Source: an optimization exercise on an open RTL-to-GDS flow (aim: small area, a short achievable clock period and few clock cycles per item). Production flows keep margins and buffers that such runs may drop.
Function was not checked in any run shown here: the RTL went through the layout flow alone.
Power and IR drop assume default switching activity.

==> flow/design.v (outline; a module is shown in full before it is edited, if it fits) <==
// module conv_pool_unit: 1429 lines
// module csa_fa: 11 lines
// module cnn_layer_top: 194 lines
module cnn_layer_top
(
    input  logic        clk,
    input  logic        reset,
    input  logic [15:0] i_rd_base,
    input  logic [15:0] i_wr_base,
    output logic [15:0] o_rd_addr1,
    output logic [15:0] o_rd_addr2,
    input  logic [7:0]  i_rd_data1,
    input  logic [7:0]  i_rd_data2,
    output logic        o_wr_en,
    output logic [15:0] o_wr_addr,
    output logic [7:0]  o_wr_data,
    output logic        o_done
);
  // ...
==> flow/flow/run.sh <==
#!/bin/bash
# The standard layout (the standard.sh: standard synthesis, floorplan,
# placement, CTS, routing, all unchanged), with two settings for the tools:
# repair_timing aims for a setup margin of 8.4 ns, so that it also works on
# paths well inside the 12 ns clock, and the port buffers are buf_4 cells.
# The SDC (clock period, I/O delays, loads) is the standard flow's, unchanged.
set -o pipefail
bash standard.sh SETUP_SLACK_MARGIN=8.4 "BUFFER_PORTS_ARGS=-buffer_cell sky130_fd_sc_hd__buf_4" finish > standard_flow.log 2>&1
==> flow/standard.sh <==
#!/bin/bash
# synth_recipe.tcl (not shown) runs the flow's synth.tcl, then flattens the netlist and writes it again
# the make line also repeats each setting of config.mk as NAME=value (left out here)
make -C /OpenROAD-flow-scripts/flow DESIGN_CONFIG=/design/flow/config.mk WORK_HOME=/design/flow/orfs CLKGATE_MAP_FILE= SYNTH_SCRIPT=/design/flow/synth_recipe.tcl "${@:-finish}"
==> flow/config.mk <==
export PLATFORM = sky130hd
export DESIGN_NAME = cnn_layer_top
export DESIGN_NICKNAME = cnn_layer_top
export VERILOG_FILES = /design/flow/design.v
export SDC_FILE = /design/flow/constraint.sdc
export NUM_CORES = 4
export LEC_CHECK = 0
export CAP_MARGIN = 20
export CORE_MARGIN = 2
export CORE_UTILIZATION = 40
export CTS_CLUSTER_DIAMETER = 120
export CTS_CLUSTER_SIZE = 20
export SLEW_MARGIN = 20
export SYNTH_HIERARCHICAL = 1
==> flow/constraint.sdc <==
create_clock -name core_clock -period 12.0 [get_ports {clk}]
set_input_delay 2.4000 -clock core_clock [delete_from_list [all_inputs] [get_ports {clk}]]
set_output_delay 2.4000 -clock core_clock [all_outputs]
set_load 0.01 [all_outputs]
==> impl_metrics.json, run 1 <==
{
  "status": "complete, no violations",
  "ys_top_cells_by_count": "fa_1, nand2_1, dfxtp_1, and2_1, inv_1",
  "timing.final.ws_setup_ns": 8.17,
  "yosys.area.top_type_share": 0.482,
  "hold-path-endpoint": "sr[4][0]$_DFF_P_",
  "dr_wl_met2_um": 68800,
  "worstSetupStartpoint": "w[4][2]$_DFFE_PN_",
  "power_leader": "combinational logic",
  "die-area_um2": 115000,
  "path_cells": "buf_6 -> and2_4 -> fa_1 -> fa_2 -> fa_1 -> fa_2 -> fa_2 -> fa_1",
  "synth.most_common_cell": "fa_1",
  "finalCritPeriodShare": 0.319,
  "regArea_um2": 12100,
  "rr_worst_depth": 8,
  "ys_seq_elements": 535,
  "start_kind": "register",
  "use_met1": 0.341,
  "final_cell_mix": "nand2_1, fa_1, fa_2",
  "placedCellCount": 5275,
  "timing.rr.start": "w[4][2]$_DFFE_PN_",
  "numCtsBuffers": 36,
  "final-setup-viol-count": 0,
  "grt_use_met3": 0.0711,
  "cp-end-kind": "register",
  "clock_power_mw": 1.30,
  "cts_hold_repair.buffers": 0,
  "grt-busiest-layer": "met2",
  "syn_inst": 3804,
  "p_seq_mw": 2.76,
  "nFillCells": 9874,
  "tightest_slew_ns": 1.20,
  "ys_top_cells_by_area": "fa_1, dfxtp_1, nand2_1",
  "layout_commonest_cell": "nand2_1",
  "finalPower_mw": 13.4,
  "arrival_ns": 4.31,
  "vdd_drop_max_mv": 0.299,
  "synth_area_um2": 45000
}
==> module cnn_layer_top, before the edit <==
module cnn_layer_top
(
    input  logic        clk,
    input  logic        reset,
    input  logic [15:0] i_rd_base,
    input  logic [15:0] i_wr_base,
    output logic [15:0] o_rd_addr1,
    output logic [15:0] o_rd_addr2,
    input  logic [7:0]  i_rd_data1,
    input  logic [7:0]  i_rd_data2,
    output logic        o_wr_en,
    output logic [15:0] o_wr_addr,
    output logic [7:0]  o_wr_data,
    output logic        o_done
);
    logic [5:0]  t;
    logic [5:0]  t_next;
    logic [7:0]  w [0:8];
    logic [15:0] sr [0:10];
    logic [7:0]  tap_top [0:2];
    logic [7:0]  tap_m0  [0:2];
    logic [7:0]  tap_m1  [0:2];
    logic [7:0]  tap_bot [0:2];
    logic [6:0]  clamp_a, clamp_b;
    logic [6:0]  low_a, low_b;
    logic        neg_a, neg_b, big_a, big_b;
    logic        c7_a, gh_a, ph_a, p18_a, hz_a;
    logic        c7_b, gh_b, ph_b, p18_b, hz_b;
    logic [1:0]  wr_pipe;
    logic [6:0]  pool_sr [0:3];
    logic [6:0]  pair_max;
    logic [6:0]  pool_out;
    logic [1:0]  wr_row;
    assign t_next = reset ? 6'd0 : ((t == 6'd63) ? t : t + 6'd1);
    always_ff @(posedge clk)
    begin
        t <= t_next;
    end
    logic [15:0] d1, d2;
    always_comb
    begin
        if (t == 6'd0)
        begin
            d1 = 16'd1;
            d2 = 16'd2;
        end
        else if (t < 6'd4)
        begin
            d1 = 16'd2;
            d2 = 16'd2;
        end
        else if (t == 6'd4)
        begin
            d1 = 16'd2;
            d2 = 16'd9;
        end
        else if (t >= 6'd36)
        begin
            d1 = 16'd0;
            d2 = 16'd0;
        end
        else if (t[1:0] == 2'd0)
        begin
            d1 = -16'd47;
            d2 = -16'd47;
        end
        else
        begin
            d1 = 16'd16;
            d2 = 16'd16;
        end
    end
    always_ff @(posedge clk)
    begin
        if (reset)
        begin
            o_rd_addr1 <= i_rd_base;
            o_rd_addr2 <= i_rd_base;
        end
        else
        begin
            o_rd_addr1 <= o_rd_addr1 + d1;
            o_rd_addr2 <= o_rd_addr2 + d2;
        end
    end
    always_ff @(posedge clk)
    begin
        if (t == 6'd1)
            w[0] <= i_rd_data1;
        for (int j = 1; j < 5; j++)
        begin
            if (t == 6'(j + 1))
            begin
                w[2*j-1] <= i_rd_data1;
                w[2*j]   <= i_rd_data2;
            end
        end
    end
    always_ff @(posedge clk)
    begin
        sr[0] <= ((t >= 6'd1 && t <= 6'd5) || t >= 6'd38) ? 16'd0 : {i_rd_data2, i_rd_data1};
        for (int k = 1; k < 11; k++)
            sr[k] <= sr[k-1];
    end
    logic [7:0] wa_top [0:2];
    logic [7:0] wb_bot [0:2];
    logic       nr0, nr3;
    assign nr0 = (t_next[1:0] == 2'd0);
    assign nr3 = (t_next[1:0] == 2'd3);
    always_ff @(posedge clk)
    begin
        for (int j = 0; j < 3; j++)
        begin
            wa_top[j] <= nr0 ? 8'd0 : w[j];
            wb_bot[j] <= nr3 ? 8'd0 : w[6+j];
        end
    end
    for (genvar j = 0; j < 3; j++)
    begin : g_win
        assign tap_top[j] = sr[4*j+2][15:8];
        assign tap_m0[j]  = sr[4*j+1][7:0];
        assign tap_m1[j]  = sr[4*j+1][15:8];
        assign tap_bot[j] = sr[4*j][7:0];
    end
    conv_pool_unit u_lane_a (
        .clk (clk),
        .w0 (wa_top[2]), .w1 (wa_top[1]), .w2 (wa_top[0]),
        .w3 (w[5]), .w4 (w[4]), .w5 (w[3]),
        .w6 (w[8]), .w7 (w[7]), .w8 (w[6]),
        .x0 (tap_top[0]), .x1 (tap_top[1]), .x2 (tap_top[2]),
        .x3 (tap_m0[0]),  .x4 (tap_m0[1]),  .x5 (tap_m0[2]),
        .x6 (tap_m1[0]),  .x7 (tap_m1[1]),  .x8 (tap_m1[2]),
        .o_low (low_a), .o_c7 (c7_a), .o_gh (gh_a), .o_ph (ph_a),
        .o_p18 (p18_a), .o_hz (hz_a)
    );
    conv_pool_unit u_lane_b (
        .clk (clk),
        .w0 (w[2]), .w1 (w[1]), .w2 (w[0]),
        .w3 (w[5]), .w4 (w[4]), .w5 (w[3]),
        .w6 (wb_bot[2]), .w7 (wb_bot[1]), .w8 (wb_bot[0]),
        .x0 (tap_m0[0]),  .x1 (tap_m0[1]),  .x2 (tap_m0[2]),
        .x3 (tap_m1[0]),  .x4 (tap_m1[1]),  .x5 (tap_m1[2]),
        .x6 (tap_bot[0]), .x7 (tap_bot[1]), .x8 (tap_bot[2]),
        .o_low (low_b), .o_c7 (c7_b), .o_gh (gh_b), .o_ph (ph_b),
        .o_p18 (p18_b), .o_hz (hz_b)
    );
    always_ff @(posedge clk)
    begin
        if (reset)
            wr_pipe <= '0;
        else
            wr_pipe <= {wr_pipe[0], (t >= 6'd12) && (t <= 6'd43) && !t[2]};
    end
    assign neg_a = p18_a ^ (gh_a | (ph_a & c7_a));
    assign neg_b = p18_b ^ (gh_b | (ph_b & c7_b));
    assign big_a = !neg_a && !hz_a;
    assign big_b = !neg_b && !hz_b;
    assign clamp_a = neg_a ? 7'd0 : (big_a ? 7'd127 : low_a);
    assign clamp_b = neg_b ? 7'd0 : (big_b ? 7'd127 : low_b);
    logic gt_ab, gt_ap, gt_bp;
    assign gt_ab    = clamp_a > clamp_b;
    assign gt_ap    = clamp_a > pool_sr[3];
    assign gt_bp    = clamp_b > pool_sr[3];
    assign pair_max = gt_ab ? clamp_a : clamp_b;
    assign pool_out = (gt_ab && gt_ap) ? clamp_a : ((!gt_ab && gt_bp) ? clamp_b : pool_sr[3]);
    always_ff @(posedge clk)
    begin
        pool_sr[0] <= pair_max;
        for (int k = 1; k < 4; k++)
            pool_sr[k] <= pool_sr[k-1];
        o_wr_data <= {1'b0, pool_out};
    end
    always_ff @(posedge clk)
    begin
        if (reset)
        begin
            o_wr_en   <= 1'b0;
            o_done    <= 1'b0;
            o_wr_addr <= i_wr_base + 16'd11;
            wr_row    <= '0;
        end
        else
        begin
            o_wr_en <= wr_pipe[1];
            if (t == 6'd45)
                o_done <= 1'b1;
            if (wr_pipe[1])
            begin
                wr_row    <= wr_row + 2'd1;
                o_wr_addr <= o_wr_addr + ((wr_row == 2'd0) ? -16'd11 : 16'd4);
            end
        end
    end
endmodule
==> run 2, diff against run 1 <==
--- a/flow/design.v
+++ b/flow/design.v
@@ -15,26 +15,23 @@
     input  logic [7:0] x2,
     input  logic [7:0] x3,
     input  logic [7:0] x4,
     input  logic [7:0] x5,
     input  logic [7:0] x6,
     input  logic [7:0] x7,
     input  logic [7:0] x8,
     output logic [6:0] o_low,    
-    output logic       o_c7,     
-    output logic       o_gh,     
-    output logic       o_ph,     
-    output logic       o_p18,    
-    output logic       o_hz      
+    output logic       o_neg,    
+    output logic       o_big     
 );
     logic [575:0] npp;
-    logic [545:0] ns_f, nc_f;
-    logic [8:0] ns_h, nc_h;
-    logic [63:0] nd, nq;
+    logic [544:0] ns_f, nc_f;
+    logic [7:0] ns_h, nc_h;
+    logic [73:0] nd, nq;
     logic [18:0] na, nb, g, p, s;
     assign npp[0] = ~(w0[0] & x0[0]);
     assign npp[1] = ~(w0[0] & x0[1]);
     assign npp[2] = ~(w0[0] & x0[2]);
     assign npp[3] = ~(w0[0] & x0[3]);
     assign npp[4] = ~(w0[0] & x0[4]);
     assign npp[5] = ~(w0[0] & x0[5]);
     assign npp[6] = ~(w0[0] & x0[6]);
@@ -1095,204 +1092,208 @@
     csa_fa u_fa481 (.a(ns_f[393]), .b(nc_f[438]), .c(ns_f[443]), .s(ns_f[481]), .co(nc_f[481]));
     csa_fa u_fa482 (.a(nc_f[439]), .b(nc_f[440]), .c(ns_f[444]), .s(ns_f[482]), .co(nc_f[482]));
     csa_fa u_fa483 (.a(nc_f[441]), .b(ns_f[445]), .c(nc_f[442]), .s(ns_f[483]), .co(nc_f[483]));
     csa_fa u_fa484 (.a(nc_f[443]), .b(nc_f[444]), .c(nc_f[445]), .s(ns_f[484]), .co(nc_f[484]));
     csa_fa u_fa485 (.a(ns_f[447]), .b(nc_f[446]), .c(ns_f[448]), .s(ns_f[485]), .co(nc_f[485]));
     csa_fa u_fa486 (.a(ns_f[399]), .b(nc_f[397]), .c(ns_f[450]), .s(ns_f[486]), .co(nc_f[486]));
     csa_fa u_fa487 (.a(nc_f[447]), .b(nc_f[448]), .c(ns_f[451]), .s(ns_f[487]), .co(nc_f[487]));
     csa_fa u_fa488 (.a(ns_f[400]), .b(nc_f[399]), .c(nc_f[450]), .s(ns_f[488]), .co(nc_f[488]));
-    csa_fa u_fa489 (.a(ns_f[456]), .b(nc_f[455]), .c(ns_f[457]), .s(ns_f[489]), .co(nc_f[489]));
-    csa_fa u_fa490 (.a(ns_f[409]), .b(ns_f[410]), .c(ns_f[458]), .s(ns_f[490]), .co(nc_f[490]));
-    csa_fa u_fa491 (.a(nc_f[456]), .b(nc_f[457]), .c(ns_f[459]), .s(ns_f[491]), .co(nc_f[491]));
-    csa_fa u_fa492 (.a(ns_f[414]), .b(nc_f[458]), .c(ns_f[460]), .s(ns_f[492]), .co(nc_f[492]));
-    csa_fa u_fa493 (.a(nc_f[459]), .b(ns_f[461]), .c(ns_f[462]), .s(ns_f[493]), .co(nc_f[493]));
-    csa_fa u_fa494 (.a(nc_f[460]), .b(ns_f[420]), .c(nc_f[461]), .s(ns_f[494]), .co(nc_f[494]));
-    csa_fa u_fa495 (.a(ns_f[463]), .b(nc_f[462]), .c(ns_f[464]), .s(ns_f[495]), .co(nc_f[495]));
-    csa_fa u_fa496 (.a(ns_f[425]), .b(ns_f[426]), .c(nc_f[463]), .s(ns_f[496]), .co(nc_f[496]));
-    csa_fa u_fa497 (.a(ns_f[466]), .b(nc_f[464]), .c(ns_f[467]), .s(ns_f[497]), .co(nc_f[497]));
-    csa_fa u_fa498 (.a(nc_f[465]), .b(ns_f[468]), .c(ns_f[469]), .s(ns_f[498]), .co(nc_f[498]));
-    csa_fa u_fa499 (.a(ns_f[431]), .b(ns_f[432]), .c(nc_f[466]), .s(ns_f[499]), .co(nc_f[499]));
-    csa_fa u_fa500 (.a(ns_f[470]), .b(nc_f[467]), .c(nc_f[468]), .s(ns_f[500]), .co(nc_f[500]));
-    csa_fa u_fa501 (.a(ns_f[471]), .b(nc_f[469]), .c(ns_f[472]), .s(ns_f[501]), .co(nc_f[501]));
-    csa_fa u_fa502 (.a(nc_f[470]), .b(ns_f[437]), .c(nc_f[471]), .s(ns_f[502]), .co(nc_f[502]));
-    csa_fa u_fa503 (.a(ns_f[474]), .b(nc_f[472]), .c(ns_f[475]), .s(ns_f[503]), .co(nc_f[503]));
-    csa_fa u_fa504 (.a(nc_f[473]), .b(ns_f[476]), .c(ns_f[477]), .s(ns_f[504]), .co(nc_f[504]));
-    csa_fa u_fa505 (.a(nc_f[474]), .b(ns_f[442]), .c(nc_f[475]), .s(ns_f[505]), .co(nc_f[505]));
-    csa_fa u_fa506 (.a(nc_f[476]), .b(ns_f[478]), .c(nc_f[477]), .s(ns_f[506]), .co(nc_f[506]));
-    csa_fa u_fa507 (.a(ns_f[446]), .b(nc_f[478]), .c(nc_f[479]), .s(ns_f[507]), .co(nc_f[507]));
-    csa_fa u_fa508 (.a(ns_f[481]), .b(ns_f[482]), .c(nc_f[480]), .s(ns_f[508]), .co(nc_f[508]));
-    csa_fa u_fa509 (.a(ns_f[449]), .b(nc_f[481]), .c(nc_f[482]), .s(ns_f[509]), .co(nc_f[509]));
-    csa_fa u_fa510 (.a(ns_f[484]), .b(nc_f[483]), .c(ns_f[485]), .s(ns_f[510]), .co(nc_f[510]));
-    csa_fa u_fa511 (.a(nc_f[449]), .b(ns_f[486]), .c(nc_f[484]), .s(ns_f[511]), .co(nc_f[511]));
-    csa_fa u_fa512 (.a(ns_f[452]), .b(nc_f[451]), .c(nc_f[486]), .s(ns_f[512]), .co(nc_f[512]));
-    csa_fa u_fa513 (.a(ns_f[453]), .b(nc_f[452]), .c(nc_f[488]), .s(ns_f[513]), .co(nc_f[513]));
-    csa_fa u_fa514 (.a(ns_f[479]), .b(ns_f[480]), .c(nc_f[502]), .s(ns_f[514]), .co(nc_f[514]));
-    csa_fa u_fa515 (.a(ns_f[488]), .b(nc_f[487]), .c(ns_f[512]), .s(ns_f[515]), .co(nc_f[515]));
-    assign ns_f[516] = nc_f[453] ^ nc_f[513];
-    assign nc_f[516] = nc_f[453] & nc_f[513];
-    assign ns_h[0] = ~(nq[24] ^ nq[25]);
-    assign nc_h[0] = nq[24] | nq[25];
-    assign ns_h[1] = ~(nq[31] ^ nq[32]);
-    assign nc_h[1] = nq[31] | nq[32];
-    assign ns_h[2] = ~(nq[14] ^ nq[15]);
-    assign nc_h[2] = nq[14] | nq[15];
-    csa_fa u_fa517 (.a(nq[19]), .b(nq[20]), .c(nq[21]), .s(ns_f[517]), .co(nc_f[517]));
-    csa_fa u_fa518 (.a(nq[26]), .b(nq[27]), .c(nq[28]), .s(ns_f[518]), .co(nc_f[518]));
-    assign ns_h[3] = ~(nq[29] ^ nq[30]);
-    assign nc_h[3] = nq[29] | nq[30];
-    csa_fa u_fa519 (.a(nq[33]), .b(nq[34]), .c(nq[35]), .s(ns_f[519]), .co(nc_f[519]));
-    csa_fa u_fa520 (.a(nq[36]), .b(nc_h[0]), .c(ns_h[1]), .s(ns_f[520]), .co(nc_f[520]));
-    csa_fa u_fa521 (.a(nq[37]), .b(nq[38]), .c(nq[39]), .s(ns_f[521]), .co(nc_f[521]));
-    csa_fa u_fa522 (.a(nq[40]), .b(nq[41]), .c(nc_h[1]), .s(ns_f[522]), .co(nc_f[522]));
-    csa_fa u_fa523 (.a(nq[42]), .b(nq[43]), .c(nq[44]), .s(ns_f[523]), .co(nc_f[523]));
-    csa_fa u_fa524 (.a(nq[45]), .b(nq[46]), .c(nq[47]), .s(ns_f[524]), .co(nc_f[524]));
-    csa_fa u_fa525 (.a(nq[48]), .b(nq[49]), .c(nq[50]), .s(ns_f[525]), .co(nc_f[525]));
-    csa_fa u_fa526 (.a(nq[52]), .b(nq[53]), .c(nq[54]), .s(ns_f[526]), .co(nc_f[526]));
-    assign ns_h[4] = ~(nq[10] ^ nq[11]);
-    assign nc_h[4] = nq[10] | nq[11];
-    csa_fa u_fa527 (.a(nq[16]), .b(nq[17]), .c(nq[18]), .s(ns_f[527]), .co(nc_f[527]));
-    csa_fa u_fa528 (.a(nq[22]), .b(nq[23]), .c(nc_h[2]), .s(ns_f[528]), .co(nc_f[528]));
-    csa_fa u_fa529 (.a(ns_h[3]), .b(ns_h[0]), .c(nc_f[517]), .s(ns_f[529]), .co(nc_f[529]));
-    csa_fa u_fa530 (.a(nc_h[3]), .b(nc_f[518]), .c(ns_f[519]), .s(ns_f[530]), .co(nc_f[530]));
-    csa_fa u_fa531 (.a(nc_f[519]), .b(ns_f[521]), .c(ns_f[522]), .s(ns_f[531]), .co(nc_f[531]));
-    csa_fa u_fa532 (.a(nc_f[521]), .b(ns_f[523]), .c(ns_f[524]), .s(ns_f[532]), .co(nc_f[532]));
-    csa_fa u_fa533 (.a(nq[51]), .b(nc_f[523]), .c(nc_f[524]), .s(ns_f[533]), .co(nc_f[533]));
-    csa_fa u_fa534 (.a(nq[55]), .b(nq[56]), .c(nc_f[525]), .s(ns_f[534]), .co(nc_f[534]));
-    assign ns_h[5] = ~(nq[57] ^ nq[58]);
-    assign nc_h[5] = nq[57] | nq[58];
-    assign ns_h[6] = ~(nq[59] ^ nq[60]);
-    assign nc_h[6] = nq[59] | nq[60];
-    assign ns_h[7] = ~(nq[7] ^ nq[8]);
-    assign nc_h[7] = nq[7] | nq[8];
-    csa_fa u_fa535 (.a(nq[12]), .b(nq[13]), .c(ns_h[4]), .s(ns_f[535]), .co(nc_f[535]));
-    csa_fa u_fa536 (.a(nc_h[4]), .b(ns_h[2]), .c(ns_f[527]), .s(ns_f[536]), .co(nc_f[536]));
-    csa_fa u_fa537 (.a(nc_f[527]), .b(ns_f[517]), .c(ns_f[528]), .s(ns_f[537]), .co(nc_f[537]));
-    csa_fa u_fa538 (.a(ns_f[518]), .b(nc_f[528]), .c(ns_f[529]), .s(ns_f[538]), .co(nc_f[538]));
-    csa_fa u_fa539 (.a(ns_f[520]), .b(nc_f[529]), .c(ns_f[530]), .s(ns_f[539]), .co(nc_f[539]));
-    csa_fa u_fa540 (.a(nc_f[520]), .b(nc_f[530]), .c(ns_f[531]), .s(ns_f[540]), .co(nc_f[540]));
-    csa_fa u_fa541 (.a(nc_f[522]), .b(nc_f[531]), .c(ns_f[532]), .s(ns_f[541]), .co(nc_f[541]));
-    csa_fa u_fa542 (.a(ns_f[525]), .b(nc_f[532]), .c(ns_f[533]), .s(ns_f[542]), .co(nc_f[542]));
-    csa_fa u_fa543 (.a(ns_f[526]), .b(nc_f[533]), .c(ns_f[534]), .s(ns_f[543]), .co(nc_f[543]));
-    csa_fa u_fa544 (.a(ns_h[5]), .b(nc_f[526]), .c(nc_f[534]), .s(ns_f[544]), .co(nc_f[544]));
-    csa_fa u_fa545 (.a(nq[61]), .b(nc_h[5]), .c(ns_h[6]), .s(ns_f[545]), .co(nc_f[545]));
-    assign ns_h[8] = ~(nq[62] ^ nc_h[6]);
-    assign nc_h[8] = nq[62] | nc_h[6];
+    csa_fa u_fa489 (.a(ns_f[409]), .b(ns_f[410]), .c(ns_f[458]), .s(ns_f[489]), .co(nc_f[489]));
+    csa_fa u_fa490 (.a(ns_f[414]), .b(nc_f[458]), .c(ns_f[460]), .s(ns_f[490]), .co(nc_f[490]));
+    csa_fa u_fa491 (.a(nc_f[460]), .b(ns_f[420]), .c(nc_f[461]), .s(ns_f[491]), .co(nc_f[491]));
+    csa_fa u_fa492 (.a(ns_f[425]), .b(ns_f[426]), .c(nc_f[463]), .s(ns_f[492]), .co(nc_f[492]));
+    csa_fa u_fa493 (.a(ns_f[466]), .b(nc_f[464]), .c(ns_f[467]), .s(ns_f[493]), .co(nc_f[493]));
+    csa_fa u_fa494 (.a(ns_f[431]), .b(ns_f[432]), .c(nc_f[466]), .s(ns_f[494]), .co(nc_f[494]));
+    csa_fa u_fa495 (.a(ns_f[470]), .b(nc_f[467]), .c(nc_f[468]), .s(ns_f[495]), .co(nc_f[495]));
+    csa_fa u_fa496 (.a(nc_f[470]), .b(ns_f[437]), .c(nc_f[471]), .s(ns_f[496]), .co(nc_f[496]));
+    csa_fa u_fa497 (.a(ns_f[474]), .b(nc_f[472]), .c(ns_f[475]), .s(ns_f[497]), .co(nc_f[497]));
+    csa_fa u_fa498 (.a(nc_f[474]), .b(ns_f[442]), .c(nc_f[475]), .s(ns_f[498]), .co(nc_f[498]));
+    csa_fa u_fa499 (.a(nc_f[476]), .b(ns_f[478]), .c(nc_f[477]), .s(ns_f[499]), .co(nc_f[499]));
+    csa_fa u_fa500 (.a(ns_f[446]), .b(nc_f[478]), .c(nc_f[479]), .s(ns_f[500]), .co(nc_f[500]));
+    csa_fa u_fa501 (.a(ns_f[481]), .b(ns_f[482]), .c(nc_f[480]), .s(ns_f[501]), .co(nc_f[501]));
+    csa_fa u_fa502 (.a(ns_f[449]), .b(nc_f[481]), .c(nc_f[482]), .s(ns_f[502]), .co(nc_f[502]));
+    csa_fa u_fa503 (.a(nc_f[449]), .b(ns_f[486]), .c(nc_f[484]), .s(ns_f[503]), .co(nc_f[503]));
+    csa_fa u_fa504 (.a(ns_f[452]), .b(nc_f[451]), .c(nc_f[486]), .s(ns_f[504]), .co(nc_f[504]));
+    csa_fa u_fa505 (.a(ns_f[453]), .b(nc_f[452]), .c(nc_f[488]), .s(ns_f[505]), .co(nc_f[505]));
+    assign ns_f[506] = nc_f[453] ^ nc_f[505];
+    assign nc_f[506] = nc_f[453] & nc_f[505];
+    csa_fa u_fa507 (.a(nq[30]), .b(nq[31]), .c(nq[32]), .s(ns_f[507]), .co(nc_f[507]));
+    csa_fa u_fa508 (.a(nq[38]), .b(nq[39]), .c(nq[40]), .s(ns_f[508]), .co(nc_f[508]));
+    assign ns_h[0] = ~(nq[45] ^ nq[46]);
+    assign nc_h[0] = nq[45] | nq[46];
+    assign ns_h[1] = ~(nq[13] ^ nq[14]);
+    assign nc_h[1] = nq[13] | nq[14];
+    csa_fa u_fa509 (.a(nq[18]), .b(nq[19]), .c(nq[20]), .s(ns_f[509]), .co(nc_f[509]));
+    assign ns_h[2] = ~(nq[21] ^ nq[22]);
+    assign nc_h[2] = nq[21] | nq[22];
+    csa_fa u_fa510 (.a(nq[24]), .b(nq[25]), .c(nq[26]), .s(ns_f[510]), .co(nc_f[510]));
+    csa_fa u_fa511 (.a(nq[27]), .b(nq[28]), .c(nq[29]), .s(ns_f[511]), .co(nc_f[511]));
+    csa_fa u_fa512 (.a(nq[33]), .b(nq[34]), .c(nq[35]), .s(ns_f[512]), .co(nc_f[512]));
+    csa_fa u_fa513 (.a(nq[36]), .b(nq[37]), .c(ns_f[507]), .s(ns_f[513]), .co(nc_f[513]));
+    csa_fa u_fa514 (.a(nq[41]), .b(nq[42]), .c(nq[43]), .s(ns_f[514]), .co(nc_f[514]));
+    csa_fa u_fa515 (.a(nq[44]), .b(nc_f[507]), .c(ns_f[508]), .s(ns_f[515]), .co(nc_f[515]));
+    csa_fa u_fa516 (.a(nq[47]), .b(nq[48]), .c(nq[49]), .s(ns_f[516]), .co(nc_f[516]));
+    csa_fa u_fa517 (.a(nq[50]), .b(ns_h[0]), .c(nc_f[508]), .s(ns_f[517]), .co(nc_f[517]));
+    csa_fa u_fa518 (.a(nq[51]), .b(nq[52]), .c(nq[53]), .s(ns_f[518]), .co(nc_f[518]));
+    csa_fa u_fa519 (.a(nq[54]), .b(nq[55]), .c(nc_h[0]), .s(ns_f[519]), .co(nc_f[519]));
+    csa_fa u_fa520 (.a(nq[56]), .b(nq[57]), .c(nq[58]), .s(ns_f[520]), .co(nc_f[520]));
+    csa_fa u_fa521 (.a(nq[59]), .b(nq[60]), .c(nq[61]), .s(ns_f[521]), .co(nc_f[521]));
+    csa_fa u_fa522 (.a(nq[62]), .b(nq[63]), .c(nq[64]), .s(ns_f[522]), .co(nc_f[522]));
+    assign ns_h[3] = ~(nq[66] ^ nq[67]);
+    assign nc_h[3] = nq[66] | nq[67];
+    assign ns_h[4] = ~(nq[9] ^ nq[10]);
+    assign nc_h[4] = nq[9] | nq[10];
+    csa_fa u_fa523 (.a(nq[15]), .b(nq[16]), .c(nq[17]), .s(ns_f[523]), .co(nc_f[523]));
+    csa_fa u_fa524 (.a(nq[23]), .b(nc_h[1]), .c(ns_h[2]), .s(ns_f[524]), .co(nc_f[524]));
+    csa_fa u_fa525 (.a(nc_h[2]), .b(nc_f[509]), .c(ns_f[510]), .s(ns_f[525]), .co(nc_f[525]));
+    csa_fa u_fa526 (.a(nc_f[510]), .b(nc_f[511]), .c(ns_f[512]), .s(ns_f[526]), .co(nc_f[526]));
+    csa_fa u_fa527 (.a(nc_f[512]), .b(ns_f[514]), .c(nc_f[513]), .s(ns_f[527]), .co(nc_f[527]));
+    csa_fa u_fa528 (.a(nc_f[514]), .b(ns_f[516]), .c(ns_f[517]), .s(ns_f[528]), .co(nc_f[528]));
+    csa_fa u_fa529 (.a(nc_f[516]), .b(ns_f[518]), .c(ns_f[519]), .s(ns_f[529]), .co(nc_f[529]));
+    csa_fa u_fa530 (.a(nc_f[518]), .b(ns_f[520]), .c(ns_f[521]), .s(ns_f[530]), .co(nc_f[530]));
+    csa_fa u_fa531 (.a(nq[65]), .b(nc_f[520]), .c(nc_f[521]), .s(ns_f[531]), .co(nc_f[531]));
+    csa_fa u_fa532 (.a(nq[68]), .b(nq[69]), .c(ns_h[3]), .s(ns_f[532]), .co(nc_f[532]));
+    assign ns_h[5] = ~(nq[70] ^ nq[71]);
+    assign nc_h[5] = nq[70] | nq[71];
+    assign ns_h[6] = ~(nq[6] ^ nq[7]);
+    assign nc_h[6] = nq[6] | nq[7];
+    csa_fa u_fa533 (.a(nq[11]), .b(nq[12]), .c(ns_h[4]), .s(ns_f[533]), .co(nc_f[533]));
+    csa_fa u_fa534 (.a(nc_h[4]), .b(ns_h[1]), .c(ns_f[523]), .s(ns_f[534]), .co(nc_f[534]));
+    csa_fa u_fa535 (.a(nc_f[523]), .b(ns_f[509]), .c(ns_f[524]), .s(ns_f[535]), .co(nc_f[535]));
+    csa_fa u_fa536 (.a(ns_f[511]), .b(nc_f[524]), .c(ns_f[525]), .s(ns_f[536]), .co(nc_f[536]));
+    csa_fa u_fa537 (.a(nc_f[525]), .b(ns_f[526]), .c(ns_f[513]), .s(ns_f[537]), .co(nc_f[537]));
+    csa_fa u_fa538 (.a(nc_f[526]), .b(ns_f[515]), .c(ns_f[527]), .s(ns_f[538]), .co(nc_f[538]));
+    csa_fa u_fa539 (.a(nc_f[515]), .b(ns_f[528]), .c(nc_f[527]), .s(ns_f[539]), .co(nc_f[539]));
+    csa_fa u_fa540 (.a(nc_f[517]), .b(ns_f[529]), .c(nc_f[528]), .s(ns_f[540]), .co(nc_f[540]));
+    csa_fa u_fa541 (.a(nc_f[519]), .b(nc_f[529]), .c(ns_f[530]), .s(ns_f[541]), .co(nc_f[541]));
+    csa_fa u_fa542 (.a(ns_f[522]), .b(nc_f[530]), .c(ns_f[531]), .s(ns_f[542]), .co(nc_f[542]));
+    csa_fa u_fa543 (.a(nc_f[522]), .b(ns_f[532]), .c(nc_f[531]), .s(ns_f[543]), .co(nc_f[543]));
+    csa_fa u_fa544 (.a(nc_h[3]), .b(ns_h[5]), .c(nc_f[532]), .s(ns_f[544]), .co(nc_f[544]));
+    assign ns_h[7] = ~(nq[72] ^ nc_h[5]);
+    assign nc_h[7] = nq[72] | nc_h[5];
     assign nd[0] = ns_f[192];
     assign nd[1] = ns_f[195];
     assign nd[2] = ns_f[320];
     assign nd[3] = ns_f[454];
     assign nd[4] = nc_f[454];
     assign nd[5] = ns_f[455];
-    assign nd[6] = ns_f[489];
-    assign nd[7] = ns_f[490];
-    assign nd[8] = nc_f[489];
-    assign nd[9] = ns_f[491];
-    assign nd[10] = nc_f[490];
-    assign nd[11] = ns_f[492];
-    assign nd[12] = nc_f[491];
-    assign nd[13] = ns_f[493];
-    assign nd[14] = ns_f[465];
-    assign nd[15] = nc_f[492];
-    assign nd[16] = ns_f[494];
-    assign nd[17] = nc_f[493];
-    assign nd[18] = ns_f[495];
-    assign nd[19] = ns_f[496];
-    assign nd[20] = nc_f[494];
-    assign nd[21] = nc_f[495];
-    assign nd[22] = ns_f[497];
-    assign nd[23] = ns_f[498];
-    assign nd[24] = ns_f[473];
-    assign nd[25] = nc_f[496];
-    assign nd[26] = ns_f[499];
-    assign nd[27] = nc_f[497];
-    assign nd[28] = ns_f[500];
-    assign nd[29] = nc_f[498];
-    assign nd[30] = ns_f[501];
-    assign nd[31] = nc_f[499];
-    assign nd[32] = ns_f[502];
-    assign nd[33] = nc_f[500];
-    assign nd[34] = ns_f[503];
-    assign nd[35] = nc_f[501];
-    assign nd[36] = ns_f[504];
-    assign nd[37] = ns_f[505];
-    assign nd[38] = nc_f[503];
-    assign nd[39] = nc_f[504];
-    assign nd[40] = ns_f[506];
-    assign nd[41] = ns_f[514];
-    assign nd[42] = ns_f[483];
-    assign nd[43] = nc_f[505];
-    assign nd[44] = ns_f[507];
-    assign nd[45] = nc_f[506];
-    assign nd[46] = ns_f[508];
-    assign nd[47] = nc_f[514];
-    assign nd[48] = nc_f[507];
-    assign nd[49] = ns_f[509];
-    assign nd[50] = nc_f[508];
-    assign nd[51] = ns_f[510];
-    assign nd[52] = nc_f[485];
-    assign nd[53] = ns_f[487];
-    assign nd[54] = ns_f[511];
-    assign nd[55] = nc_f[509];
-    assign nd[56] = nc_f[510];
-    assign nd[57] = nc_f[511];
-    assign nd[58] = ns_f[515];
-    assign nd[59] = nc_f[512];
-    assign nd[60] = ns_f[513];
-    assign nd[61] = nc_f[515];
-    assign nd[62] = ns_f[516];
-    assign nd[63] = nc_f[516];
+    assign nd[6] = ns_f[456];
+    assign nd[7] = nc_f[455];
+    assign nd[8] = ns_f[457];
+    assign nd[9] = nc_f[456];
+    assign nd[10] = nc_f[457];
+    assign nd[11] = ns_f[459];
+    assign nd[12] = ns_f[489];
+    assign nd[13] = nc_f[459];
+    assign nd[14] = ns_f[461];
+    assign nd[15] = ns_f[462];
+    assign nd[16] = nc_f[489];
+    assign nd[17] = ns_f[490];
+    assign nd[18] = ns_f[463];
+    assign nd[19] = nc_f[462];
+    assign nd[20] = ns_f[464];
+    assign nd[21] = ns_f[465];
+    assign nd[22] = nc_f[490];
+    assign nd[23] = ns_f[491];
+    assign nd[24] = nc_f[465];
+    assign nd[25] = ns_f[468];
+    assign nd[26] = ns_f[469];
+    assign nd[27] = ns_f[492];
+    assign nd[28] = nc_f[491];
+    assign nd[29] = ns_f[493];
+    assign nd[30] = ns_f[471];
+    assign nd[31] = nc_f[469];
+    assign nd[32] = ns_f[472];
+    assign nd[33] = ns_f[473];
+    assign nd[34] = nc_f[492];
+    assign nd[35] = ns_f[494];
+    assign nd[36] = nc_f[493];
+    assign nd[37] = ns_f[495];
+    assign nd[38] = nc_f[473];
+    assign nd[39] = ns_f[476];
+    assign nd[40] = ns_f[477];
+    assign nd[41] = nc_f[494];
+    assign nd[42] = ns_f[496];
+    assign nd[43] = nc_f[495];
+    assign nd[44] = ns_f[497];
+    assign nd[45] = ns_f[479];
+    assign nd[46] = ns_f[480];
+    assign nd[47] = nc_f[496];
+    assign nd[48] = ns_f[498];
+    assign nd[49] = nc_f[497];
+    assign nd[50] = ns_f[499];
+    assign nd[51] = ns_f[483];
+    assign nd[52] = nc_f[498];
+    assign nd[53] = ns_f[500];
+    assign nd[54] = nc_f[499];
+    assign nd[55] = ns_f[501];
+    assign nd[56] = ns_f[484];
+    assign nd[57] = nc_f[483];
+    assign nd[58] = ns_f[485];
+    assign nd[59] = nc_f[500];
+    assign nd[60] = ns_f[502];
+    assign nd[61] = nc_f[501];
+    assign nd[62] = nc_f[485];
+    assign nd[63] = ns_f[487];
+    assign nd[64] = ns_f[503];
+    assign nd[65] = nc_f[502];
+    assign nd[66] = ns_f[488];
+    assign nd[67] = nc_f[487];
+    assign nd[68] = ns_f[504];
+    assign nd[69] = nc_f[503];
+    assign nd[70] = nc_f[504];
+    assign nd[71] = ns_f[505];
+    assign nd[72] = ns_f[506];
+    assign nd[73] = nc_f[506];
     always_ff @(posedge clk)
     begin
         nq      <= nd;
         o_low   <= s[6:0];
-        o_c7    <= c7;
-        o_gh    <= gh;
-        o_ph    <= ph;
-        o_p18   <= p[18];
-        o_hz    <= hz;
+        o_neg   <= s[18];
+        o_big   <= !s[18] && !hz;
     end
     assign na[0] = nq[0];
     assign nb[0] = 1'b1;
     assign na[1] = nq[1];
     assign nb[1] = nq[2];
     assign na[2] = nq[3];
     assign nb[2] = 1'b1;
     assign na[3] = nq[4];
     assign nb[3] = nq[5];
-    assign na[4] = nq[6];
-    assign nb[4] = 1'b1;
-    assign na[5] = ns_h[7];
-    assign nb[5] = nq[9];
-    assign na[6] = nc_h[7];
-    assign nb[6] = ns_f[535];
-    assign na[7] = nc_f[535];
-    assign nb[7] = ns_f[536];
-    assign na[8] = nc_f[536];
-    assign nb[8] = ns_f[537];
-    assign na[9] = nc_f[537];
-    assign nb[9] = ns_f[538];
-    assign na[10] = nc_f[538];
-    assign nb[10] = ns_f[539];
-    assign na[11] = nc_f[539];
-    assign nb[11] = ns_f[540];
-    assign na[12] = nc_f[540];
-    assign nb[12] = ns_f[541];
-    assign na[13] = nc_f[541];
-    assign nb[13] = ns_f[542];
-    assign na[14] = nc_f[542];
-    assign nb[14] = ns_f[543];
-    assign na[15] = nc_f[543];
-    assign nb[15] = ns_f[544];
-    assign na[16] = nc_f[544];
-    assign nb[16] = ns_f[545];
-    assign na[17] = nc_f[545];
-    assign nb[17] = ns_h[8];
-    assign na[18] = nc_h[8];
-    assign nb[18] = nq[63];
+    assign na[4] = ns_h[6];
+    assign nb[4] = nq[8];
+    assign na[5] = nc_h[6];
+    assign nb[5] = ns_f[533];
+    assign na[6] = nc_f[533];
+    assign nb[6] = ns_f[534];
+    assign na[7] = nc_f[534];
+    assign nb[7] = ns_f[535];
+    assign na[8] = nc_f[535];
+    assign nb[8] = ns_f[536];
+    assign na[9] = nc_f[536];
+    assign nb[9] = ns_f[537];
+    assign na[10] = nc_f[537];
+    assign nb[10] = ns_f[538];
+    assign na[11] = nc_f[538];
+    assign nb[11] = ns_f[539];
+    assign na[12] = nc_f[539];
+    assign nb[12] = ns_f[540];
+    assign na[13] = nc_f[540];
+    assign nb[13] = ns_f[541];
+    assign na[14] = nc_f[541];
+    assign nb[14] = ns_f[542];
+    assign na[15] = nc_f[542];
+    assign nb[15] = ns_f[543];
+    assign na[16] = nc_f[543];
+    assign nb[16] = ns_f[544];
+    assign na[17] = nc_f[544];
+    assign nb[17] = ns_h[7];
+    assign na[18] = nc_h[7];
+    assign nb[18] = nq[73];
     assign g = ~(na | nb);
     assign p = na ^ nb;
     logic g0_1, p0_1;
     logic g0_3, p0_3;
     logic g0_5, p0_5;
     logic g0_7, p0_7;
     logic g0_9, p0_9;
     logic g0_11, p0_11;
@@ -1398,20 +1399,16 @@
     assign g4_16 = g[16] | (p[16] & g3_15);
     assign p4_16 = p[16] & p3_15;
     assign g4_17 = g0_17 | (p0_17 & g3_15);
     assign p4_17 = p0_17 & p3_15;
     assign g4_18 = g1_18 | (p1_18 & g3_15);
     assign p4_18 = p1_18 & p3_15;
     assign s[0] = p[0];
     logic hz;
-    logic gh, ph, c7;
-    assign c7 = g2_6;
-    assign gh = ((((g[17] | (p[17] & g[16])) | ((p[17] & p[16]) & g[15])) | (((p[17] & p[16]) & p[15]) & ((g[14] | (p[14] & g[13])) | ((p[14] & p[13]) & g[12])))) | ((((p[17] & p[16]) & p[15]) & ((p[14] & p[13]) & p[12])) & (((g[11] | (p[11] & g[10])) | ((p[11] & p[10]) & g[9])) | (((p[11] & p[10]) & p[9]) & (g[8] | (p[8] & g[7]))))));
-    assign ph = ((((p[17] & p[16]) & p[15]) & ((p[14] & p[13]) & p[12])) & (((p[11] & p[10]) & p[9]) & (p[8] & p[7])));
     assign hz = ~(p[7] ^ g2_6) & ~((p[8] ^ ~(na[7] & nb[7])) | (p[9] ^ ~(na[8] & nb[8])) | (p[10] ^ ~(na[9] & nb[9])) | (p[11] ^ ~(na[10] & nb[10])) | (p[12] ^ ~(na[11] & nb[11])) | (p[13] ^ ~(na[12] & nb[12])) | (p[14] ^ ~(na[13] & nb[13])) | (p[15] ^ ~(na[14] & nb[14])) | (p[16] ^ ~(na[15] & nb[15])) | (p[17] ^ ~(na[16] & nb[16])));
     assign s[1] = p[1] ^ g[0];
     assign s[2] = p[2] ^ g0_1;
     assign s[3] = p[3] ^ g1_2;
     assign s[4] = p[4] ^ g1_3;
     assign s[5] = p[5] ^ g2_4;
     assign s[6] = p[6] ^ g2_5;
     assign s[7] = p[7] ^ g2_6;
@@ -1459,18 +1456,16 @@
     logic [15:0] sr [0:10];
     logic [7:0]  tap_top [0:2];
     logic [7:0]  tap_m0  [0:2];
     logic [7:0]  tap_m1  [0:2];
     logic [7:0]  tap_bot [0:2];
     logic [6:0]  clamp_a, clamp_b;
     logic [6:0]  low_a, low_b;
     logic        neg_a, neg_b, big_a, big_b;
-    logic        c7_a, gh_a, ph_a, p18_a, hz_a;
-    logic        c7_b, gh_b, ph_b, p18_b, hz_b;
     logic [1:0]  wr_pipe;
     logic [6:0]  pool_sr [0:3];
     logic [6:0]  pair_max;
     logic [6:0]  pool_out;
     logic [1:0]  wr_row;
     assign t_next = reset ? 6'd0 : ((t == 6'd63) ? t : t + 6'd1);
     always_ff @(posedge clk)
     begin
@@ -1565,41 +1560,35 @@
     conv_pool_unit u_lane_a (
         .clk (clk),
         .w0 (wa_top[2]), .w1 (wa_top[1]), .w2 (wa_top[0]),
         .w3 (w[5]), .w4 (w[4]), .w5 (w[3]),
         .w6 (w[8]), .w7 (w[7]), .w8 (w[6]),
         .x0 (tap_top[0]), .x1 (tap_top[1]), .x2 (tap_top[2]),
         .x3 (tap_m0[0]),  .x4 (tap_m0[1]),  .x5 (tap_m0[2]),
         .x6 (tap_m1[0]),  .x7 (tap_m1[1]),  .x8 (tap_m1[2]),
-        .o_low (low_a), .o_c7 (c7_a), .o_gh (gh_a), .o_ph (ph_a),
-        .o_p18 (p18_a), .o_hz (hz_a)
+        .o_low (low_a), .o_neg (neg_a), .o_big (big_a)
     );
     conv_pool_unit u_lane_b (
         .clk (clk),
         .w0 (w[2]), .w1 (w[1]), .w2 (w[0]),
         .w3 (w[5]), .w4 (w[4]), .w5 (w[3]),
         .w6 (wb_bot[2]), .w7 (wb_bot[1]), .w8 (wb_bot[0]),
         .x0 (tap_m0[0]),  .x1 (tap_m0[1]),  .x2 (tap_m0[2]),
         .x3 (tap_m1[0]),  .x4 (tap_m1[1]),  .x5 (tap_m1[2]),
         .x6 (tap_bot[0]), .x7 (tap_bot[1]), .x8 (tap_bot[2]),
-        .o_low (low_b), .o_c7 (c7_b), .o_gh (gh_b), .o_ph (ph_b),
-        .o_p18 (p18_b), .o_hz (hz_b)
+        .o_low (low_b), .o_neg (neg_b), .o_big (big_b)
     );
     always_ff @(posedge clk)
     begin
         if (reset)
             wr_pipe <= '0;
         else
             wr_pipe <= {wr_pipe[0], (t >= 6'd12) && (t <= 6'd43) && !t[2]};
     end
-    assign neg_a = p18_a ^ (gh_a | (ph_a & c7_a));
-    assign neg_b = p18_b ^ (gh_b | (ph_b & c7_b));
-    assign big_a = !neg_a && !hz_a;
-    assign big_b = !neg_b && !hz_b;
     assign clamp_a = neg_a ? 7'd0 : (big_a ? 7'd127 : low_a);
     assign clamp_b = neg_b ? 7'd0 : (big_b ? 7'd127 : low_b);
     logic gt_ab, gt_ap, gt_bp;
     assign gt_ab    = clamp_a > clamp_b;
     assign gt_ap    = clamp_a > pool_sr[3];
     assign gt_bp    = clamp_b > pool_sr[3];
     assign pair_max = gt_ab ? clamp_a : clamp_b;
     assign pool_out = (gt_ab && gt_ap) ? clamp_a : ((!gt_ab && gt_bp) ? clamp_b : pool_sr[3]);
==> flow/flow/run.sh (replaced) <==
#!/bin/bash
# The standard layout (the standard.sh: standard synthesis, floorplan,
# placement, CTS, routing, all unchanged), with two settings for the tools:
# repair_timing aims for a setup margin of 8.2 ns, so that it also works on
# paths well inside the 12 ns clock, and the port buffers are buf_4 cells.
# The SDC (clock period, I/O delays, loads) is the standard flow's, unchanged.
set -o pipefail
bash standard.sh SETUP_SLACK_MARGIN=8.2 "BUFFER_PORTS_ARGS=-buffer_cell sky130_fd_sc_hd__buf_4" finish > standard_flow.log 2>&1
==> run 2 against run 1 <==
Critical endpoint is now u_lane_a.o_big$_DFF_P_. Combinational power increased by 5.8%. First-iteration DRC count is 5.5% higher. Count of clock-buffer cells in the layout increased by 1. Highest routed layer unchanged. Register-to-register slack about the same. Still clean on timing, DRC and antenna.
==> impl_metrics.json, run 2 <==
{
  "period_needed_ns": 3.84,
  "holdPathStages": 0,
  "synth_area_um2": 45600,
  "final_cell_mix": "fa_1, nand2_1, dfxtp_1",
  "place_area_um2": 47800,
  "die_w_um": 342,
  "layout_commonest_cell": "fa_1",
  "grt_use_total": 0.254,
  "slowest_delay_ns": 0.61,
  "yosys.area.top_type_share": 0.475,
  "initial_core_util": 0.405,
  "stdcell_count": 5587,
  "post-dp-hpwl_um": 110000,
  "ant_nets": 0,
  "die-area_um2": 117000,
  "slew_viol_final": 0,
  "rr_worst_depth": 10,
  "hold_class": "register to register",
  "core_area_um2": 113000,
  "min_from": "sr[0][14]$_SDFF_PP0_",
  "yosysWarningCount": 26,
  "synth_cell_types": 79,
  "rr_endpoint": "u_lane_a.o_big$_DFF_P_",
  "worstSkewPairLatency_ns": 0.61,
  "syn_avg_cell_area_um2": 11.8,
  "grt_max_degree": 48,
  "wl_per_cell_um": 26.2,
  "vias_per_cell": 5.52,
  "arrival_ns": 4.33,
  "final_area_um2": 51600,
  "grt_pass1_vias": 33600,
  "rsz0062_at_grt": "yes",
  "critical_path.slowest_cell": "or4_4",
  "largest_reg_flops": 168,
  "hold-path-endpoint": "sr[1][14]$_DFF_P_",
  "cts_root_buffer": "clkbuf_16",
  "numPortBuffers": 106,
  "num_vias": 30800,
  "cp-end-kind": "register",
  "synth.most_common_cell": "fa_1",
  "start_kind": "register",
  "cts_buffer_depth": 3,
  "antenna_found_initial": 9,
  "max_freq_mhz": 261,
  "relSlewSlack": 0.279,
  "ios": 108,
  "finalCritPeriodShare": 0.320,
  "setup-tns-final_ns": 0,
  "cap_violations": 0,
  "tightest_slew_ns": 1.08,
  "regMostFlops": "sr",
  "top_regs": "sr (168), u_lane_a.nq (74), u_lane_b.nq (74)",
  "synth-edff-count": 88,
  "dr.pass1.iters": 6,
  "final-setup-viol-count": 0,
  "ys_top_cells_by_count": "fa_1, nand2_1, dfxtp_1, and2_1, inv_1",
  "final_nets": 5344,
  "critPathKind": "register to register",
  "h-tree-depth": 2,
  "synth_top_cell_by_area": "fa_1",
  "drcViolationCount": 0,
  "synth_top_flop_cell": "dfxtp_1",
  "p_leak_nw": 17.6,
  "synth-seq-area-share": 0.260,
  "p_per_area_nw_per_um2": 273,
  "fin_util": 0.457,
  "r2r_slack_ns": 8.16,
  "drt_iter0_drc": 3122,
  "ys_seq_elements": 549,
  "gp_congestion": 0.973,
  "routed_wl_um": 146000,
  "core.rowCount": 123,
  "synthToLayoutAreaGrowth_pct": 12.9,
  "path_max_fanout": 3,
  "status": "complete, no violations",
  "finalHoldViolations": 0,
  "ys_async_sr_fraction": 0,
  "cts_tree": "yes",
  "clkSinkCount": 549,
  "fin_skew_ns": 0.0216,
  "placedCellCount": 5344,
  "syn-num-nets": 5155,
  "path_clk_slew_ns": 0.09,
  "required_ns": 12.49,
  "syn_inst": 3875,
  "vdd_drop_max_mv": 0.449,
  "dieHeight_um": 342,
  "overflow": 0,
  "path_cells": "fa_2 -> fa_1 -> fa_2 -> fa_1 -> inv_2 -> ha_4 -> nand4_1 -> or4_4 -> and2_4 -> a221oi_4",
  "grt_pass1_wl_um": 216000,
  "timing.rr.start": "u_lane_a.nq[38]$_DFF_P_",
  "ys_top_cells_by_area": "fa_1, dfxtp_1, nand2_1",
  "cts_hold_repair.buffers": 0,
  "numCtsBuffers": 35,
  "layout-drive-gt1-share": 0.149
}
run 2: cell count changes in the layout (fill, tap and decap cells not counted), sizes merged, moves of 6 or more:
cell / previous run / this run
xnor2: 52 / 38
buf: 447 / 297
or2: 4 / 12
inv: 169 / 160
dfxtp: 447 / 461
nor2: 47 / 69
a21oi: 44 / 52
o21ai: 68 / 53
o21a: 5 / 11
nand2b: 10 / 3
o21bai: 1 / 8
mux2i: 9 / 3
run 2: cell type report:
cell class	count	area (µm²)
Multi-Input combinational cell	3023	32900
Antenna cell	6	15.0
Clock inverter	5	80.1
Timing Repair Buffer	297	2880
Tap cell	1500	1880
Fill cell	10300	61300
Clock buffer	49	981
Sequential cell	549	12200
Inverter	158	597
run 2: worst max path at each step:
| stage | depth (start not counted) | slack (ns) | to | startpoint |
|---|---|---|---|---|
| detailed placement | 5 | 7.65 | wb_bot[0][3]$_SDFF_PN0_ | reset |
| floorplan | 4 | 8.24 | o_wr_addr[0]$_DFFE_PP_ | reset |
| finish | 10 | 8.16 | u_lane_a.o_big$_DFF_P_ | u_lane_a.nq[38]$_DFF_P_ |
| global route | 10 | 8.09 | u_lane_a.o_big$_DFF_P_ | u_lane_a.nq[38]$_DFF_P_ |
| CTS | 7 | 8.15 | u_lane_b.nq[50]$_DFF_P_ | w[1][6]$_DFFE_PN_ |
| global placement | 7 | 7.66 | u_lane_b.nq[50]$_DFF_P_ | sr[5][11]$_DFF_P_ |
run 2: layer usage:
layer	vias to the layer above	track usage	wire length, µm
met4	10	0.114	7980
met3	402	0.0706	17200
li1	12500	-	-
met1	15900	0.328	54400
met5	-	0	60
met2	2010	0.397	66600
run 2: logic make-up after synthesis:
| family | share of synthesized area |
|---|---|
| other | 0.0000822 |
| XOR/XNOR | 0.0155 |
| multiplexers | 0.00197 |
| AO/OA/AOI/OAI | 0.0350 |
| adder cells (fa/ha/maj) | 0.515 |
| buffers and inverters | 0.0253 |
| AND/OR/NAND/NOR | 0.147 |
| flip-flops | 0.260 |
run 2: per-module statistics from Yosys (local to each module, per instance):
module          flops+latches  copies in the design  cells inside
cnn_layer_top             383                     1          1067
conv_pool_unit             83                     2           864
csa_fa                      0                  1080             1
run 2: worst max-delay path, delay by kind of cell (launching register included):
kind | cells | cell delay [ns]
AND/OR/NAND/NOR | 3 | 1.02
AO/OA/AOI/OAI | 1 | 0.29
flip-flops | 1 | 0.33
buffers and inverters | 1 | 0.05
adder cells (fa/ha/maj) | 5 | 2.03
run 2: repair_timing:
| item | CTS | global route |
|---|---|---|
| endpoints found under the hold margin | 0 | 0 |
| endpoints found under the setup margin | 129 | 74 |
| buffers inserted | 135 | 48 |
| resized for setup | 160 | 127 |
| pin swaps | 6 | 18 |
| gates cloned | 0 | 0 |
run 2: power by group:
part | total [mW] | internal (mW) | switching (mW)
combinational | 9.90 | 4.44 | 5.45
clock | 1.30 | 0.604 | 0.695
sequential | 2.90 | 2.45 | 0.443
run 2: through the flow:
stage               hold WS, ns  total power [mW]  setup slack [ns]
floorplan                 0.310              9.15              8.24
global placement          0.310              12.0              7.66
detailed placement        0.312              12.3              7.65
CTS                       0.321              14.0              8.15
global route              0.331              15.5              8.09
finish                    0.321              14.1              8.16

what the ideal ports hide:
Ports are ideal in the flow. The routed layouts listed here were re-timed in OpenROAD. Step 1, drivers: a clkbuf_16 drives clk and a buf_2 each remaining input, both assumed. Step 2, shift: input delay + t, output delay - t, t = (earliest + latest rising clock arrival at the registers) / 2. This alone moves slack from input paths to output paths. Slacks: ideal / step 1 / step 2; pairs: ideal / step 1.
run | shift t [ns] | slack for setup (ns) | worst hold slack (ns) | latest minus earliest clock arrival (ns) | pins driven straight from the clock port
run 1 | 0.674 | 8.169 / 8.169 / 7.900 | 0.318 / 0.318 / 0.318 | 0.051 / 0.051 | 1
run 2 | 0.671 | 8.162 / 8.162 / 7.780 | 0.321 / 0.321 / 0.321 | 0.025 / 0.025 | 1
After both steps every run listed still meets setup and hold. For run 2, which loses most, drivers alone change the setup slack by 0.000 ns; drivers and shift together by -0.382 ns.
